This is an optimization exercise on Yosys and OpenROAD, whose aim is small area, not a production implementation.
The RTL was checked by simulation tests, not by an equivalence proof against the original design.
No activity file was given, so power comes from the tool's default toggle rates. No driver is modelled on the clock port, so clocking that relies on it looks cheaper here than on a real chip.

[flow/config.mk]
export PLATFORM = sky130hd
export DESIGN_NAME = neuron_writeback
export DESIGN_NICKNAME = neuron_writeback
export VERILOG_FILES = /design/flow/design.v
export SDC_FILE = /design/flow/constraint.sdc
export NUM_CORES = 4
export LEC_CHECK = 0
export CAP_MARGIN = 20
export CORE_MARGIN = 2
export CORE_UTILIZATION = 70
export SLEW_MARGIN = 20
export SYNTH_HIERARCHICAL = 1
export SYNTH_MINIMUM_KEEP_SIZE = 0
[flow/constraint.sdc]
create_clock -name core_clock -period 6.0 [get_ports {clk}]
set_input_delay 1.2000 -clock core_clock [delete_from_list [all_inputs] [get_ports {clk}]]
set_output_delay 1.2000 -clock core_clock [all_outputs]
set_load 0.01 [all_outputs]
[flow/design.v]
module neuron_writeback #(
  parameter int LANES = 16,
  parameter int DW    = 16,
  parameter int AW    = 16,
  parameter int ROWS  = 4
) (
  input  logic                  clk,
  input  logic                  reset,
  input  logic [DW-1:0]         neuron_in,
  input  logic                  neuron_valid,
  input  logic                  layer_start,
  input  logic [AW-1:0]         base_addr,
  input  logic                  layer_flush,
  input  logic                  bram_wr_ready,
  output logic                  bram_wr_en,
  output logic [AW-1:0]         bram_wr_addr,
  output logic [LANES*DW-1:0]   bram_wr_data,
  output logic [LANES-1:0]      bram_wr_mask,
  output logic                  busy,
  output logic                  overflow,
  output logic [AW-1:0]         rows_written
);
  localparam int LW    = $clog2(LANES);
  localparam int PW    = $clog2(ROWS);
  localparam int SLOTS = ROWS + 1;
  localparam int SW    = $clog2(SLOTS);
  localparam logic [LW-1:0] LAST_LANE  = LW'(LANES - 1);
  localparam logic [PW:0]   FIFO_DEPTH = (PW+1)'(ROWS);
  localparam logic [SW-1:0] LAST_SLOT  = SW'(SLOTS - 1);
  logic [LW-1:0]         lane_cnt;
  logic [AW-1:0]         addr_r;       
  logic                  overflow_r;
  logic [AW-1:0]         rows_r;
  logic [DW-1:0]         slot_data [SLOTS][LANES-1];
  logic [SW-1:0]         wr_slot, rd_slot;
  logic [ROWS-1:0][AW-1:0] meta_addr;
  logic [ROWS-1:0][LW-1:0] meta_last;   
  logic [ROWS-1:0][DW-1:0] meta_lane;   
  logic [PW-1:0]         wr_ptr, rd_ptr;
  logic [PW:0]           count;
  logic                  empty, full;
  logic [LW-1:0]         lane_eff;
  logic [AW-1:0]         addr_eff;
  logic [LW-1:0]         last_n;
  logic                  row_done;
  logic                  push;
  logic                  push_ok;
  logic                  drop;
  logic                  pop;
  assign empty = (count == '0);
  assign full  = (count == FIFO_DEPTH);
  assign lane_eff = layer_start ? '0 : lane_cnt;
  assign addr_eff = layer_start ? base_addr : addr_r;
  assign row_done = neuron_valid && (lane_eff == LAST_LANE);
  assign push     = row_done || (layer_flush && (neuron_valid || (lane_eff != '0)));
  assign last_n   = neuron_valid ? lane_eff : lane_eff - LW'(1);
  assign pop     = bram_wr_en && bram_wr_ready;
  assign push_ok = push && (!full || pop);
  assign drop    = push && full && !pop;
  always_ff @(posedge clk) begin
    if (reset) begin
      lane_cnt   <= '0;
      addr_r     <= '0;
      overflow_r <= 1'b0;
      rows_r     <= '0;
    end else begin
      if (push) begin
        lane_cnt <= '0;
        addr_r   <= addr_eff + AW'(1);
      end else begin
        lane_cnt <= lane_eff + LW'(neuron_valid);
        addr_r   <= addr_eff;
      end
      overflow_r <= (layer_start ? 1'b0 : overflow_r) | drop;
      rows_r     <= (layer_start ? '0 : rows_r) + AW'(pop);
    end
  end
  always_ff @(posedge clk) begin
    if (reset) begin
      wr_slot <= '0;
      rd_slot <= '0;
      wr_ptr  <= '0;
      rd_ptr  <= '0;
      count   <= '0;
    end else begin
      if (push_ok) begin
        wr_slot <= (wr_slot == LAST_SLOT) ? '0 : wr_slot + SW'(1);
        wr_ptr  <= wr_ptr + PW'(1);
      end
      if (pop) begin
        rd_slot <= (rd_slot == LAST_SLOT) ? '0 : rd_slot + SW'(1);
        rd_ptr  <= rd_ptr + PW'(1);
      end
      count <= count + (PW+1)'(push_ok) - (PW+1)'(pop);
    end
  end
  logic [LANES-2:0] lane_we [SLOTS];
  always_comb
    for (int s = 0; s < SLOTS; s++)
      for (int i = 0; i < LANES-1; i++)
        lane_we[s][i] = neuron_valid && (wr_slot == SW'(s)) && (lane_eff == LW'(i));
  for (genvar s = 0; s < SLOTS; s++) begin : g_slot
    for (genvar i = 0; i < LANES-1; i++) begin : g_lane
      nw_hold_reg #(.W(DW)) u_reg (
        .clk(clk), .load(lane_we[s][i]), .keep(!lane_we[s][i]),
        .d(neuron_in), .q(slot_data[s][i])
      );
    end
  end
  logic [ROWS-1:0] meta_we;
  always_comb
    for (int r = 0; r < ROWS; r++)
      meta_we[r] = push_ok && (wr_ptr == PW'(r));
  for (genvar r = 0; r < ROWS; r++) begin : g_meta
    nw_hold_reg #(.W(AW+LW+DW)) u_reg (
      .clk(clk), .load(meta_we[r]), .keep(!meta_we[r]),
      .d({addr_eff, last_n, neuron_in}),
      .q({meta_addr[r], meta_last[r], meta_lane[r]})
    );
  end
  logic [LW-1:0]         head_last;
  logic [LANES-1:0]      head_mask;
  logic [SLOTS-1:0]      rd_oh;
  logic [LANES-1:0]      sel [SLOTS];
  for (genvar i = 0; i < LANES-1; i++) begin : g_rd
    nw_lane_rd #(.DW(DW)) u_rd (
      .d0(slot_data[0][i]), .d1(slot_data[1][i]), .d2(slot_data[2][i]),
      .d3(slot_data[3][i]), .d4(slot_data[4][i]),
      .s({sel[4][i], sel[3][i], sel[2][i], sel[1][i], sel[0][i]}),
      .q(bram_wr_data[i*DW +: DW])
    );
  end
  logic [ROWS-1:0]       rd_oh4;
  logic [ROWS-1:0]       sel_last;
  nw_lane_rd4 #(.DW(DW)) u_rd_last (
    .d0(meta_lane[0]), .d1(meta_lane[1]), .d2(meta_lane[2]), .d3(meta_lane[3]),
    .s(sel_last), .q(bram_wr_data[(LANES-1)*DW +: DW])
  );
  always_comb begin
    for (int r = 0; r < ROWS; r++)
      rd_oh4[r] = (rd_ptr == PW'(r));
    sel_last  = rd_oh4 & {ROWS{head_mask[LANES-1]}};
  end
  always_comb begin
    head_last = meta_last[rd_ptr];
    for (int i = 0; i < LANES; i++)
      head_mask[i] = (LW'(i) <= head_last);
    for (int s = 0; s < SLOTS; s++) begin
      rd_oh[s] = (rd_slot == SW'(s));
      sel[s]   = rd_oh[s] ? head_mask : '0;
    end
    bram_wr_en   = !empty;
    bram_wr_addr = meta_addr[rd_ptr];
    bram_wr_mask = head_mask;
    busy         = (lane_cnt != '0) || !empty;
    overflow     = overflow_r;
    rows_written = rows_r;
  end
endmodule
module nw_lane_rd #(
  parameter int DW = 16
) (
  input  logic [DW-1:0] d0, d1, d2, d3, d4,
  input  logic [4:0]    s,
  output logic [DW-1:0] q
);
  assign q = (d0 & {DW{s[0]}}) | (d1 & {DW{s[1]}}) | (d2 & {DW{s[2]}}) |
             (d3 & {DW{s[3]}}) | (d4 & {DW{s[4]}});
endmodule
module nw_hold_reg #(
  parameter int W = 16
) (
  input  logic         clk,
  input  logic         load,
  input  logic         keep,
  input  logic [W-1:0] d,
  output logic [W-1:0] q
);
  always_ff @(posedge clk)
    q <= (d & {W{load}}) | (q & {W{keep}});
endmodule
module nw_lane_rd4 #(
  parameter int DW = 16
) (
  input  logic [DW-1:0] d0, d1, d2, d3,
  input  logic [3:0]    s,
  output logic [DW-1:0] q
);
  assign q = (d0 & {DW{s[0]}}) | (d1 & {DW{s[1]}}) | (d2 & {DW{s[2]}}) |
             (d3 & {DW{s[3]}});
endmodule
[flow/flow/run.sh]
#!/bin/bash
# Standard ORFS layout with two changes to how cells are chosen:
#  - port buffers use the smallest buffer (buf_1) instead of the resizer's default pick
#  - CTS clusters up to 30 sinks per clkbuf_16 leaf buffer and adds no dummy loads
set -euo pipefail
export BUFFER_PORTS_ARGS="-buffer_cell sky130_fd_sc_hd__buf_1"
export CTS_ARGS="-sink_clustering_enable -repair_clock_nets -dont_use_dummy_load -buf_list sky130_fd_sc_hd__clkbuf_16 -sink_clustering_size 30 -sink_clustering_max_diameter 100"
bash standard.sh finish > standard.log 2>&1
[flow/standard.sh]
#!/bin/bash
# synth_recipe.tcl (not shown) runs the flow's synth.tcl, then flattens the netlist and writes it again
# the make line also repeats each setting of config.mk as NAME=value (left out here)
make -C /OpenROAD-flow-scripts/flow DESIGN_CONFIG=/design/flow/config.mk WORK_HOME=/design/flow/orfs CLKGATE_MAP_FILE= SYNTH_SCRIPT=/design/flow/synth_recipe.tcl "${@:-finish}"
==> results of run 1 <==
## how the worst min path moves through the flow
| stage | slack, ps | to | startpoint |
|---|---|---|---|
| CTS | 470 | g_slot[2].g_lane[0].u_reg.q[5] | g_slot[2].g_lane[0].u_reg.q[5] |
| finish | 470 | g_slot[2].g_lane[0].u_reg.q[15] | g_slot[2].g_lane[0].u_reg.q[15] |
| detailed placement | 450 | g_meta[1].u_reg.q[20] | g_meta[1].u_reg.q[20] |
| global route | 480 | g_slot[2].g_lane[0].u_reg.q[9] | g_slot[2].g_lane[0].u_reg.q[9] |
| floorplan | 430 | g_meta[2].u_reg.q[33] | g_meta[2].u_reg.q[33] |
| global placement | 450 | g_meta[3].u_reg.q[23] | g_meta[3].u_reg.q[23] |
## flip-flops by register name, indices dropped and copies added (netlist names)
register / flops
rows_r: 16
count: 3
rd_ptr: 2
addr_r: 16
wr_ptr: 2
wr_slot: 3
g_slot.g_lane.u_reg.q: 1200
rd_slot: 3
g_meta.u_reg.q: 144
lane_cnt: 4
overflow_r: 1
## logic make-up after synthesis
family / Yosys count / share of synthesized area
xor gates and xnor gates: 29 / 0.00476
muxes: 44 / 0.0128
AOI/OAI and AO/OA: 1906 / 0.311
other: 1 / 0.0000703
buffers and inverters: 603 / 0.0971
adders and majority gates: 24 / 0.00577
and+or+nand+nor: 577 / 0.0454
DFF: 1394 / 0.523
## power groups by stage
stage | Combinational, mW | Sequential, mW | Clock (mW)
floorplan | 2.00 | 10.3 | 0
global placement | 2.88 | 10.4 | 0
detailed placement | 2.94 | 10.4 | 0
CTS | 2.95 | 10.2 | 4.32
global route | 3.23 | 10.3 | 4.64
finish | 3.08 | 10.2 | 4.28
## cell usage after synthesis, types with 3 or more instances
library cell	n
o21ai_0	9
mux4_2	18
xnor2_1	14
and3_1	4
dfxtp_1	1394
a22o_2	20
mux2_2	12
o211ai_1	5
nand3_1	8
and2_1	12
xor2_1	15
nand4_1	5
inv_1	116
mux2i_1	13
clkbuf_1	22
o2111ai_1	4
buf_4	4
nor2_1	125
buf_6	371
clkbuf_2	30
or3_1	8
nand2_1	370
a22o_1	1324
a22oi_1	272
or2_2	3
nor3_1	9
buf_2	53
a21oi_1	17
nand2b_1	5
a222oi_1	240
ha_1	23
nor2b_1	9
## metal layers
metal / share of wire / vias up / routed length, um / GRT usage
met5: 0 / - / 0 / 0
met3: 0.11 / 316 / 16300 / 0.0804
met1: 0.41 / 20000 / 64200 / 0.534
met2: 0.44 / 2380 / 68200 / 0.562
li1: - / 17700 / - / -
met4: 0.040 / 0 / 6250 / 0.146
## cells in the final DEF, fill, tap and decap left out, drive strengths merged, types with 3 or more instances in the layout
| cell type | synthesis | final |
|---|---|---|
| nor2 | 128 | 128 |
| o2111ai | 4 | 4 |
| o211ai | 6 | 6 |
| or3 | 8 | 8 |
| mux2i | 14 | 14 |
| or2 | 5 | 5 |
| xor2 | 15 | 15 |
| a21oi | 19 | 19 |
| o21ai | 10 | 10 |
| a22oi | 272 | 272 |
| clkbuf | 52 | 70 |
| a222oi | 240 | 240 |
| mux2 | 12 | 12 |
| ha | 23 | 23 |
| mux4 | 18 | 18 |
| and2 | 12 | 12 |
| and3 | 4 | 4 |
| inv | 119 | 119 |
| diode | 0 | 3 |
| dfxtp | 1394 | 1394 |
| xnor2 | 14 | 14 |
| nand2 | 371 | 371 |
| nand3 | 8 | 8 |
| nand2b | 5 | 5 |
| buf | 431 | 431 |
| a211oi | 3 | 3 |
| nor2b | 9 | 9 |
| nor3 | 9 | 9 |
| nand4 | 7 | 7 |
| a22o | 1344 | 1344 |
## through the flow
step / area [um2] / std cells / hold slack, ps
floorplan: 53400 / 4578 / 434
global placement: 52000 / 5517 / 447
detailed placement: 52000 / 5519 / 450
CTS: 53300 / 5571 / 474
global route: 53400 / 5574 / 482
finish: 53400 / 5577 / 472
## final cells by class
| type | instances | area (um2) |
|---|---|---|
| clock buffer | 52 | 1300 |
| sequential | 1394 | 27900 |
| timing repair buffer | 449 | 2180 |
| tap | 978 | 1220 |
| inverter | 120 | 453 |
| multi-input combinational | 2581 | 20400 |
| antenna | 3 | 7.51 |
| fill | 5661 | 22300 |
## timing repair
item | in CTS | in global routing
hold endpoints to repair | 0 | 0
setup endpoints to repair | 0 | 8
gates resized for setup | 0 | 1
==> results.txt, run 1 <==
outcome no timing/DRC/antenna violations; chip height 280 um; die area approximately 78000 um2; Layout area overhead 0.106%; CTS buffer count 52; CP endpoint bram_wr_data[111]; Power Dens Cells 329 nW/um2; routability congestion estimate from global placement 0.962; vias in the first global route 37700; vias per std cell about 7.2; Seq/Total Area, Yosys 0.523; detailed placement HPWL 93500 um; Synth Flop Type dfxtp_1; Mapped Area 53400 um2; Clock Tree Root clkbuf_16; Clock Power Share 0.243; worst-path cell chain buf_4 > mux2i_1 > a21oi_1 > nor2_1 > a222oi_1 > nand2_1 > buf_1; WP buf/inv 2; Synth Instances 4578; Sink Count about 1400; switching pwr 5.16 mW; Int Power about 12 mW; DP Worst Slack 846 ps; R2R depth 6; critical path endpoint category output pin; Sequential Power Share 0.582; Post-synth EDFFs 0; worst r2r dst g_slot[3].g_lane[1].u_reg.q[14]; first-pass GRT wire length 232000 um; Synth async-reset ratio 0; GRT Overall Usage 0.376; post-layout min period 5520 ps; switch share 0.293; setup bufs post-CTS 0; DRT Pass-1 Iters 11; CP Launch Point rd_ptr[0]; Routed Antenna Nets 0; Clock Path Buffers 3; reg2reg start lane_cnt[0]; final slew viol count 0; wire per inst 27.8 um; die width 280 um; initial antenna violation count 3; Tcrit/Tclk final 0.921; critical path peak fanout 20; Worst Slack Setup Final 476 ps; slowest stage cell on the critical path nor2_1; cell row count 101; Leakage 21.7 nW; top cells by area, synth dfxtp_1, a22o_1, buf_6, a222oi_1, a22oi_1; Finished Core Util 0.706; Worst-path clk slew 110 ps; Core Area between 70000 and 80000 um2; Crit path max-delay family simple AND/OR/NAND/NOR gates; fmax 0.181 GHz; max-cap check violation count 0; final hold violation count 0; Ys Warns 14; worst vdd ir 0.333 mV; Setup Skew 47.4 ps; critical path data required time between 4000 and 5000 ps; WHS Path Cells 1; critical path depth 7; share of cells above drive strength 1 0.0611; pin count of the biggest net entering global routing 71; port bufs 343; critical path arrival 4320 ps; reg2reg setup slack 2440 ps; #FFs+latches synth between 1000 and 1500; Combinational Power Share 0.175; Remaining Overflow, GRT 0; setup tns final 0 ps; Nets 4660; area share of the largest cell type after synthesis 0.523; Overall Power 17.6 mW; crit start category register; hold crit path type register to register; initial core utilization 0.705; Max transition margin 0.162; measured slew at the worst slew-check pin ~1300 ps; # setup viols final 0; Starting DRT DRC Count 6606; RSZ-0062 raised after global routing false; post-synth net total 4640; Routed WL 155000 um; DRC Markers 0; Vias 40400; CTS tree yes; worst-skew pair later-pin latency 650 ps; Synth Area per Inst approximately 12 um2; post-synth top area cell dfxtp_1; count of cell types in the netlist 65; # H-tree levels 2; WS Path Type register to output pin; I/O pin count 345; Post-CTS Hold Buffers 0; CP max stage delay approximately 990 ps
==> run 2: changes to the inputs <==
--- a/flow/config.mk
+++ b/flow/config.mk
@@ -7,7 +7,7 @@
 export LEC_CHECK = 0
 export CAP_MARGIN = 20
 export CORE_MARGIN = 2
-export CORE_UTILIZATION = 70
+export CORE_UTILIZATION = 55
 export SLEW_MARGIN = 20
 export SYNTH_HIERARCHICAL = 1
 export SYNTH_MINIMUM_KEEP_SIZE = 0
==> results.txt, run 2 <==
crit start category register; Layout area overhead 0.715%; chip height 316 um (+13%); initial core utilization 0.554 (-0.152); setup bufs post-CTS 0 (unchanged); RSZ-0062 raised after global routing false; port bufs 343 (unchanged); critical path arrival 4420 ps (+100 ps); Clock Power Share 0.247 (+0.004); vias in the first global route 36900 (-1.9%); top cells by area, synth dfxtp_1, a22o_1, buf_6, a222oi_1, a22oi_1; Ys Warns 14 (unchanged); Top reg by flops g_slot.g_lane.u_reg.q; first-pass GRT wire length 243000 um (+4.6%); Int Power 12.4 mW (+0.13%); critical path endpoint category output pin; Routed WL 165000 um (+6.4%); Nets 4658 (-0.043%); area share of the largest cell type after synthesis 0.523 (unchanged); Core Area 96400 um2 (+27%); switching pwr 5.32 mW (+3.1%); Power Dens Cells 331 nW/um2 (+0.38%); post-CTS sizing 0 (unchanged); Synth Instances 4578 (unchanged); reg2reg start lane_cnt[0]; Clock Path Buffers 3 (unchanged); worst-skew pair later-pin latency 680 ps (+30 ps); Sink Count 1394 (unchanged); Vias 39500 (-2.1%); WS Path Type register to output pin; Worst-path clk slew 120 ps (about the same); GRT Overall Usage 0.315 (-0.0608); Max transition margin 0.206 (+0.0443); worst vdd ir 0.236 mV (-29%); biggest regs g_slot.g_lane.u_reg.q x1200, g_meta.u_reg.q x144; Post-synth EDFFs 0 (unchanged); Tcrit/Tclk final 0.937 (+0.0167); fmax 0.178 GHz (-1.8%); Sequential Power Share 0.576 (-0.006); routability congestion estimate from global placement 0.874 (-9.1%); reg2reg setup slack 2490 ps (+50 ps); Routed Antenna Nets 0 (unchanged); post-synth net total 4640 (unchanged); #FFs+latches synth 1394 (unchanged); setup tns final 0 ps (unchanged); die area 99500 um2 (+27%); CP max stage delay 790 ps (-200 ps); I/O pin count 345 (unchanged); Combinational Power Share 0.178 (+0.003); wire per inst 28.1 um (+1.1%); Leakage 21.7 nW (about the same); share of cells above drive strength 1 0.0607 (-0.000409); worst r2r dst g_slot[4].g_lane[7].u_reg.q[12]; final slew viol count 0 (unchanged); most frequent cells in the layout dfxtp_1, a22o_1, nand2_1, buf_1, a22oi_1; Overall Power 17.8 mW (+0.99%); CP Launch Point rd_ptr[1]; max-cap check violation count 0 (unchanged); worst-path cell chain mux2i_1 > mux2_2 > inv_2 > nor2_2 > inv_2 > a21oi_1 > nor2_1 > a222oi_1 > nand2_1 > buf_1; CP endpoint bram_wr_data[60]; # H-tree levels 2 (unchanged); hold crit path type register to register; final hold violation count 0 (unchanged); slowest stage cell on the critical path a21oi_1; ant diodes 0 (-3); count leader, synth dfxtp_1; post-synth top area cell dfxtp_1; R2R depth 6 (unchanged); cell row count 114 (+13%); Remaining Overflow, GRT 0 (unchanged); CTS buffer count 52 (unchanged); post-layout min period 5620 ps (+100 ps); count of cell types in the netlist 65 (unchanged); # setup viols final 0 (unchanged); Synth async-reset ratio 0 (unchanged); initial antenna violation count 1 (-2); Synth Flop Type dfxtp_1; pin count of the biggest net entering global routing 61 (-14%); most common library cell in the layout ignoring fill and taps dfxtp_1; max reg flops 1200 (unchanged); Setup Skew 14.1 ps (-33.3 ps); Post-CTS Hold Buffers 0 (unchanged); critical path peak fanout 16 (-20%); Synth Area per Inst 11.7 um2 (unchanged); CTS tree yes; cell mode on critical path inv_2; switch share 0.300 (+0.00606); Mapped Area 53400 um2 (unchanged); Post-synth top cells dfxtp_1, a22o_1, buf_6; DRT Pass-1 Iters 10 (-1); measured slew at the worst slew-check pin 1190 ps (-66.1 ps); Starting DRT DRC Count 5489 (-17%); critical path data required time 4800 ps (about the same); vias per std cell 6.73 (-7.0%); DRC Markers 0 (unchanged); Clock Tree Root clkbuf_16; detailed placement HPWL 99300 um (+6.1%); die width 316 um (+13%); Seq/Total Area, Yosys 0.523 (unchanged); outcome no timing/DRC/antenna violations
==> run 2: final cells by class <==
cell class	count	area [um2]
Fill cell	8454	42700
Inverter	120	453
Timing Repair Buffer	447	2140
Multi-Input combinational cell	2581	20400
Tap cell	1276	1600
Sequential cell	1394	27900
Clock buffer	52	1300
==> run 2: worst min-delay path by stage <==
stage | startpoint | endpoint | slack (ps) | cells past startpoint
CTS | g_meta[2].u_reg.q[24] | g_meta[2].u_reg.q[24] | 480 | 1
floorplan | g_meta[2].u_reg.q[33] | g_meta[2].u_reg.q[33] | 430 | 1
finish | g_meta[2].u_reg.q[28] | g_meta[2].u_reg.q[28] | 480 | 1
global route | g_meta[1].u_reg.q[28] | g_meta[1].u_reg.q[28] | 490 | 1
global placement | g_meta[1].u_reg.q[30] | g_meta[1].u_reg.q[30] | 450 | 1
detailed placement | g_meta[2].u_reg.q[28] | g_meta[2].u_reg.q[28] | 450 | 1
==> run 2: stage by stage <==
step	setup WS, ps	utilization	instances	area, um2	hold WS [ps]
2_1_floorplan	2330	-	4578	53400	434
3_3_place_gp	1360	0.543	5815	52400	446
3_5_place_dp	1250	0.543	5818	52400	449
4_1_cts	489	0.557	5870	53700	479
5_1_grt	189	0.557	5870	53800	492
6_report	376	0.557	5870	53800	476
==> run 2: cells by family after synthesis <==
| group | Yosys count | share of synthesized area |
|---|---|---|
| other | 1 | 0.0000703 |
| buffers and inverters | 603 | 0.0971 |
| adder cells (fa/ha/maj) | 24 | 0.00577 |
| AO/OA/AOI/OAI | 1906 | 0.311 |
| AND/OR/NAND/NOR | 577 | 0.0454 |
| XOR/XNOR | 29 | 0.00476 |
| multiplexers | 44 | 0.0128 |
| flip-flops | 1394 | 0.523 |
==> run 2: layer usage <==
layer,vias up,global-route usage,routed length [um]
met5,-,0,0
met3,221,0.0535,12900
met1,19900,0.445,71700
met4,0,0.104,5380
met2,1723,0.491,74800
li1,17700,-,-
==> run 2: worst max-delay path, delay by kind of cell, from the launching register on <==
family / cells / cell delay [ps]
AO/OA/AOI/OAI: 2 / 1290
buffers and inverters: 3 / 380
flip-flops: 1 / 540
multiplexers: 2 / 430
AND/OR/NAND/NOR: 3 / 1110
==> run 2: power by group through the flow <==
stage	Combinational, mW	Clock (mW)	Sequential (mW)
2_1_floorplan	2.00	0	10.3
3_3_place_gp	3.04	0	10.4
3_5_place_dp	3.08	0	10.4
4_1_cts	3.08	4.47	10.2
5_1_grt	3.35	4.75	10.3
6_report	3.16	4.38	10.2
==> run 3: changes to the inputs <==
--- a/flow/config.mk
+++ b/flow/config.mk
@@ -7,7 +7,7 @@
 export LEC_CHECK = 0
 export CAP_MARGIN = 20
 export CORE_MARGIN = 2
-export CORE_UTILIZATION = 55
+export CORE_UTILIZATION = 62
 export SLEW_MARGIN = 20
 export SYNTH_HIERARCHICAL = 1
 export SYNTH_MINIMUM_KEEP_SIZE = 0
==> results.txt, run 3 <==
vias in the first global route 37100 (+0.40%); die width 297 um (-5.7%); measured slew at the worst slew-check pin 1150 ps (-36.2 ps); port bufs 343 (unchanged); CTS buffer count 52 (unchanged); worst-skew pair later-pin latency 650 ps (-30 ps); biggest regs g_slot.g_lane.u_reg.q x1200, g_meta.u_reg.q x144; Crit path max-delay family simple AND/OR/NAND/NOR gates; Sink Count 1394 (unchanged); Vias 39800 (+0.69%); Post-CTS Hold Buffers 0 (unchanged); Routed Antenna Nets 0 (unchanged); count of cell types in the netlist 65 (unchanged); first-pass GRT wire length 236000 um (-2.8%); Core Area 85300 um2 (-12%); Worst-path clk slew 110 ps (about the same); GRT Overall Usage 0.337 (+0.0219); Seq/Total Area, Yosys 0.523 (unchanged); Setup Skew 38.6 ps (+24.5 ps); detailed placement HPWL 94700 um (-4.6%); crit start category register; max-cap check violation count 0 (unchanged); outcome no timing/DRC/antenna violations; Overall Power 17.7 mW (-0.55%); multi-input combinational cell area 20300 um2 (about the same); DRC Markers 0 (unchanged); # setup viols final 0 (unchanged); worst-path cell chain mux2i_1 > mux2_2 > inv_2 > nor2_2 > inv_2 > nor2_1 > nor2_1 > a222oi_1 > nand2_1 > buf_1; post-synth top area cell dfxtp_1; post-CTS sizing 0 (unchanged); Synth Flop Type dfxtp_1; routability congestion estimate from global placement 0.858 (-1.9%); Power Dens Cells 330 nW/um2 (-0.27%); Finished Core Util 0.629 (+0.0711); vias per std cell 6.93 (+2.9%); Max transition margin 0.230 (+0.0242); Synth Area per Inst 11.7 um2 (unchanged); most frequent cells in the layout dfxtp_1, a22o_1, nand2_1, buf_1, a22oi_1; critical path peak fanout 16 (unchanged); Post-synth top cells dfxtp_1, a22o_1, buf_6; initial antenna violation count 3 (+2); Post-synth EDFFs 0 (unchanged); Layout fillers 6971 (-18%); count leader, synth dfxtp_1; # H-tree levels 2 (unchanged); share of cells above drive strength 1 0.0602 (-0.000488); final hold violation count 0 (unchanged); worst vdd ir 0.286 mV (+21%); wire per inst 27.4 um (-2.6%); critical path data required time 4800 ps (about the same); area share of the largest cell type after synthesis 0.523 (unchanged); CTS tree yes; pin count of the biggest net entering global routing 68 (+11%); final slew viol count 0 (unchanged); Clock Tree Root clkbuf_16; critical path endpoint category output pin; post-layout min period 5500 ps (-123 ps); setup tns final 0 ps (unchanged); initial core utilization 0.626 (+0.0723); critical path arrival 4300 ps (-120 ps); top cells by area, synth dfxtp_1, a22o_1, buf_6, a222oi_1, a22oi_1; design area 53600 um2 (-0.28%); Layout area overhead 0.436%; Synth Instances 4578 (unchanged); setup bufs post-CTS 0 (unchanged); Starting DRT DRC Count 6042 (+10%); placed cell area 52200 um2 (-0.33%); I/O pin count 345 (unchanged); CP max stage delay 710 ps (-80 ps); Leakage 21.8 nW (+0.11%); chip height 297 um (-5.7%); WS Path Type register to output pin; Ys Warns 14 (unchanged); die area 88400 um2 (-11%); Synth async-reset ratio 0 (unchanged); RSZ-0062 raised after global routing false; WP buf/inv 3 (unchanged); Routed WL 157000 um (-4.6%); cell row count 107 (-6.1%); fmax 0.182 GHz (+2.2%); max reg flops 1200 (unchanged); DRT Pass-1 Iters 10 (unchanged); #FFs+latches synth 1394 (unchanged); post-synth net total 4640 (unchanged); Tcrit/Tclk final 0.917 (-0.0205); hold crit path type register to register; WHS 474 ps (-1.47 ps); Nets 4662 (+0.086%); register area 27900 um2 (unchanged); Clock Path Buffers 3 (unchanged); slowest stage cell on the critical path nor2_1; Top reg by flops g_slot.g_lane.u_reg.q; most common library cell in the layout ignoring fill and taps dfxtp_1; Remaining Overflow, GRT 0 (unchanged); Mapped Area 53400 um2 (unchanged)
## run 3: cell types whose count changed in the layout (fill, tap and decap cells not counted), sizes merged
| cell | before | now |
|---|---|---|
| diode | 0 | 4 |
| buf | 429 | 433 |
## run 3: layout make-up
class,instances,area share
Antenna cell,4,0.000187
Tap cell,1144,0.0267
Clock buffer,52,0.0243
Inverter,120,0.00845
Timing Repair Buffer,451,0.0403
Sequential cell,1394,0.521
Multi-Input combinational cell,2581,0.379
## run 3: cell families after synthesis
kind of cell	after synthesis	synth area share
XOR/XNOR	29	0.00476
AO/OA/AOI/OAI	1906	0.311
multiplexers	44	0.0128
flip-flops	1394	0.523
AND/OR/NAND/NOR	577	0.0454
buffers and inverters	603	0.0971
other	1	0.0000703
adder cells (fa/ha/maj)	24	0.00577
## run 3: metal layers
metal / routed length (um) / GRT usage
met2: 69300 / 0.505
met4: 5610 / 0.126
met1: 67500 / 0.485
met3: 14800 / 0.0619
met5: 8 / 0
## run 3: worst register-to-register path, delay by kind of cell, from the launching register on
| family | cells | cell delay, ps |
|---|---|---|
| AND/OR/NAND/NOR | 4 | 2030 |
| buffers and inverters | 1 | 630 |
| flip-flops | 1 | 490 |
| AO/OA/AOI/OAI | 1 | 240 |
## run 3: report_power, final
| part | switching [mW] | total, mW | internal [mW] |
|---|---|---|---|
| clock network | 2.77 | 4.33 | 1.57 |
| registers | 0.346 | 10.2 | 9.87 |
| logic | 2.11 | 3.12 | 1.01 |
## run 3: per-stage QoR
step | setup slack, ps | instances
after floorplan | 2330 | 4578
after CTS | 620 | 5737
after detailed placement | 1370 | 5685
final | 499 | 5746
after global routing | 326 | 5744
after global placement | 1390 | 5685
## run 3: final timing paths
kind                                                 startpoint                         endpoint  slack, ps  cells after the start
worst min register to register  g_slot[3].g_lane[0].u_reg.q[12]  g_slot[3].g_lane[0].u_reg.q[12]        470                      1
worst max register to register                      lane_cnt[3]  g_slot[2].g_lane[8].u_reg.q[10]       2580                      6
worst min-delay path            g_slot[3].g_lane[0].u_reg.q[12]  g_slot[3].g_lane[0].u_reg.q[12]        470                      1
worst max-delay path                                  rd_ptr[1]                 bram_wr_data[41]        500                     10

==> afterwards: timing with drivers on the ports <==
In the flow no input, the clock included, has a driving cell. The finished layouts below were timed again as built, in two steps. Step 1 (the two cells are an assumption about what drives the block):
set clk [get_ports {clk}]
set_driving_cell -lib_cell sky130_fd_sc_hd__clkbuf_16 $clk
set_driving_cell -lib_cell sky130_fd_sc_hd__buf_2 [delete_from_list [all_inputs] $clk]
Step 2, shift: input delay + t, output delay - t, t = (earliest + latest rising clock arrival at the registers) / 2. This alone moves slack from input paths to output paths. a / b / c = ideal / step 1 / step 2; a / b = the first two.
run	t, ns	setup WS [ns]	worst data-port slew with drivers (ns)
run 1	0.707	0.476 / 0.402 / 1.108	0.10
run 2	0.742	0.376 / 0.302 / 1.044	0.12
run 3	0.716	0.499 / 0.425 / 1.141	0.11
After both steps setup and hold are still met in every run listed.
